Context: an optimization exercise on an open-source flow, tuned for small area and a short achievable clock period. The choices shown serve that exercise and are no tape-out recipe.
In this exercise RTL edits were held to simulation tests only and were not proved equivalent to the original.
Power and IR drop assume default switching activity.

==> module if_stage, before the edit <==
module if_stage #(
    parameter int unsigned BTB_IDX_BITS = 4,
    parameter logic [31:0] RESET_PC     = 32'h0000_0000,
    parameter logic [31:0] NOP_INST     = 32'h0000_0013
) (
    input  logic        clk,
    input  logic        reset,
    input  logic        stall,
    input  logic        flush,
    input  logic [31:0] redirect_pc,
    input  logic        upd_valid,
    input  logic [31:0] upd_pc,
    input  logic        upd_taken,
    input  logic [31:0] upd_target,
    output logic [31:0] imem_addr,
    input  logic [31:0] imem_inst,
    output logic [31:0] if_id_inst,
    output logic [31:0] if_id_pc,
    output logic        if_id_valid,
    output logic        if_id_pred_taken,
    output logic [31:0] if_id_pred_target
);
    localparam int unsigned ENTRIES = 1 << BTB_IDX_BITS;
    localparam int unsigned TAG_W   = 30 - BTB_IDX_BITS;
    logic [31:0] pc_q;
    logic [31:0] inst_q;
    logic [31:0] id_pc_q;
    logic        valid_q;
    logic        pt_q;
    logic [ENTRIES-1:0]            btb_v_q;
    logic [ENTRIES-1:0][TAG_W-1:0] btb_tag_q;
    logic [ENTRIES-1:0][31:0]      btb_tgt_q;
    logic [ENTRIES-1:0][1:0]       btb_ctr_q;
    logic [BTB_IDX_BITS-1:0] idx, uidx;
    logic [ENTRIES-1:0]      lhit_e, uhit_e, usel;
    logic                    pred_taken;
    logic [31:0]             tgt_rd, pc_inc;
    logic                    unused_upd_lsb;
    assign unused_upd_lsb = ^upd_pc[1:0];
    assign idx  = pc_q[BTB_IDX_BITS+1:2];
    assign uidx = upd_pc[BTB_IDX_BITS+1:2];
    always_comb begin
        for (int e = 0; e < ENTRIES; e++) begin
            lhit_e[e] = btb_v_q[e] && btb_ctr_q[e][1] && (btb_tag_q[e] == pc_q[31:BTB_IDX_BITS+2]);
            uhit_e[e] = btb_v_q[e] && (btb_tag_q[e] == upd_pc[31:BTB_IDX_BITS+2]);
            usel[e]   = upd_valid && (uidx == e[BTB_IDX_BITS-1:0]);
        end
    end
    assign pred_taken = lhit_e[idx];
    assign tgt_rd     = btb_tgt_q[idx];
    assign pc_inc     = pc_q + 32'd4;
    logic        adv, clr;
    logic [31:0] pc_hold;
    logic [31:0] pc_tk, pc_nt;
    assign clr       = reset || flush;
    assign adv       = !clr && !stall;
    assign pc_hold   = reset ? RESET_PC : (flush ? redirect_pc : pc_q);
    assign pc_tk     = adv ? tgt_rd : pc_hold;
    assign pc_nt     = adv ? pc_inc : pc_hold;
    always_ff @(posedge clk) begin
        pc_q    <= pred_taken ? pc_tk : pc_nt;
        pt_q    <= adv ? pred_taken : (!clr && pt_q);
        if (clr) begin
            inst_q  <= NOP_INST;
            id_pc_q <= 32'd0;
            valid_q <= 1'b0;
        end else if (!stall) begin
            inst_q  <= imem_inst;
            id_pc_q <= pc_q;
            valid_q <= 1'b1;
        end
    end
    always_ff @(posedge clk) begin
        for (int e = 0; e < ENTRIES; e++) begin
            if (reset)
                btb_v_q[e] <= 1'b0;
            else if (usel[e] && upd_taken)
                btb_v_q[e] <= 1'b1;
        end
    end
    always_ff @(posedge clk) begin
        for (int e = 0; e < ENTRIES; e++) begin
            if (usel[e] && upd_taken) begin
                btb_tag_q[e] <= upd_pc[31:BTB_IDX_BITS+2];
                btb_tgt_q[e] <= upd_target;
            end
            if (usel[e]) begin
                if (uhit_e[e]) begin
                    if (upd_taken) begin
                        if (btb_ctr_q[e] != 2'd3) btb_ctr_q[e] <= btb_ctr_q[e] + 2'd1;
                    end else begin
                        if (btb_ctr_q[e] != 2'd0) btb_ctr_q[e] <= btb_ctr_q[e] - 2'd1;
                    end
                end else if (upd_taken) begin
                    btb_ctr_q[e] <= 2'b10;
                end
            end
        end
    end
    assign imem_addr         = pc_q;
    assign if_id_inst        = inst_q;
    assign if_id_pc          = id_pc_q;
    assign if_id_valid       = valid_q;
    assign if_id_pred_taken  = pt_q;
    assign if_id_pred_target = valid_q ? pc_q : 32'd0;
endmodule
clock: 6.0 ns
lec_check: 0
cap_margin: 20
core_margin: 2
core_utilization: 55
setup_slack_margin: 3.2
slew_margin: 20
standard.sh (not shown) runs the stock make flow with config.mk's settings and CLKGATE_MAP_FILE= SYNTH_SCRIPT=/design/flow/synth_recipe.tcl, a recipe that flattens the netlist after the stock synthesis.
==> flow/flow/run.sh <==
#!/bin/bash
set -euo pipefail
export BUFFER_PORTS_ARGS="-buffer_cell sky130_fd_sc_hd__buf_2"
export CTS_ARGS="-sink_clustering_enable -repair_clock_nets -dont_use_dummy_load -sink_clustering_size 30 -sink_clustering_max_diameter 80"
bash standard.sh > flow_make.log 2>&1
Then changed:
--- a/flow/design.v
+++ b/flow/design.v
@@ -22,8 +22,9 @@
 );
     localparam int unsigned ENTRIES = 1 << BTB_IDX_BITS;
     localparam int unsigned TAG_W   = 30 - BTB_IDX_BITS;
     logic [31:0] pc_q;
+    logic [TAG_W-1:0] pc_tag_n_q;
     logic [31:0] inst_q;
     logic [31:0] id_pc_q;
     logic        valid_q;
     logic        pt_q;
@@ -40,9 +41,9 @@
     assign idx  = pc_q[BTB_IDX_BITS+1:2];
     assign uidx = upd_pc[BTB_IDX_BITS+1:2];
     always_comb begin
         for (int e = 0; e < ENTRIES; e++) begin
-            lhit_e[e] = btb_v_q[e] && btb_ctr_q[e][1] && (btb_tag_q[e] == pc_q[31:BTB_IDX_BITS+2]);
+            lhit_e[e] = btb_v_q[e] && btb_ctr_q[e][1] && ((btb_tag_q[e] ^ pc_tag_n_q) == '1);
             uhit_e[e] = btb_v_q[e] && (btb_tag_q[e] == upd_pc[31:BTB_IDX_BITS+2]);
             usel[e]   = upd_valid && (uidx == e[BTB_IDX_BITS-1:0]);
         end
     end
@@ -56,10 +57,13 @@
     assign adv       = !clr && !stall;
     assign pc_hold   = reset ? RESET_PC : (flush ? redirect_pc : pc_q);
     assign pc_tk     = adv ? tgt_rd : pc_hold;
     assign pc_nt     = adv ? pc_inc : pc_hold;
+    logic [31:0] pc_d;
+    assign pc_d = pred_taken ? pc_tk : pc_nt;
     always_ff @(posedge clk) begin
-        pc_q    <= pred_taken ? pc_tk : pc_nt;
+        pc_q       <= pc_d;
+        pc_tag_n_q <= ~pc_d[31:BTB_IDX_BITS+2];
         pt_q    <= adv ? pred_taken : (!clr && pt_q);
         if (clr) begin
             inst_q  <= NOP_INST;
             id_pc_q <= 32'd0;
After rerunning:
- The new run completed with no timing, DRC or antenna violations
- utilization fell by 0.48 points
- non-clock buffer count fell by 24
- total power barely changes
- cell area rose by 1.1%
- via count rose by 0.70%
- clock skew rose by 0.0084 ns
- sequential share of layout area rose by 0.27 points

-- separate check: timing with driven ports --
The results above use ideal ports. As a check the final layouts listed here were re-extracted and re-timed, cells and wires unchanged. Step 1: set_driving_cell puts a clkbuf_16 on clk and a buf_2 on each other input, an assumption about the parent block. Step 2 times the ports against the registers' clock, not the clock port: input delays grow and output delays shrink by t, the midpoint of the rising clock arrivals with the driver on. Slacks: no drivers / after step 1 / after step 2; pairs: no drivers / after step 1.
run	t (ns)	setup slack, ns	slew at the worst register clock pin (ns)
the first run	0.711	3.084 / 3.010 / 2.337	0.12 / 0.12
the second run	0.730	2.553 / 2.553 / 2.117	0.12 / 0.12
After both steps every run listed still meets setup and hold. For the first run, which loses most, drivers alone change the setup slack by -0.074 ns; drivers and shift together by -0.747 ns.
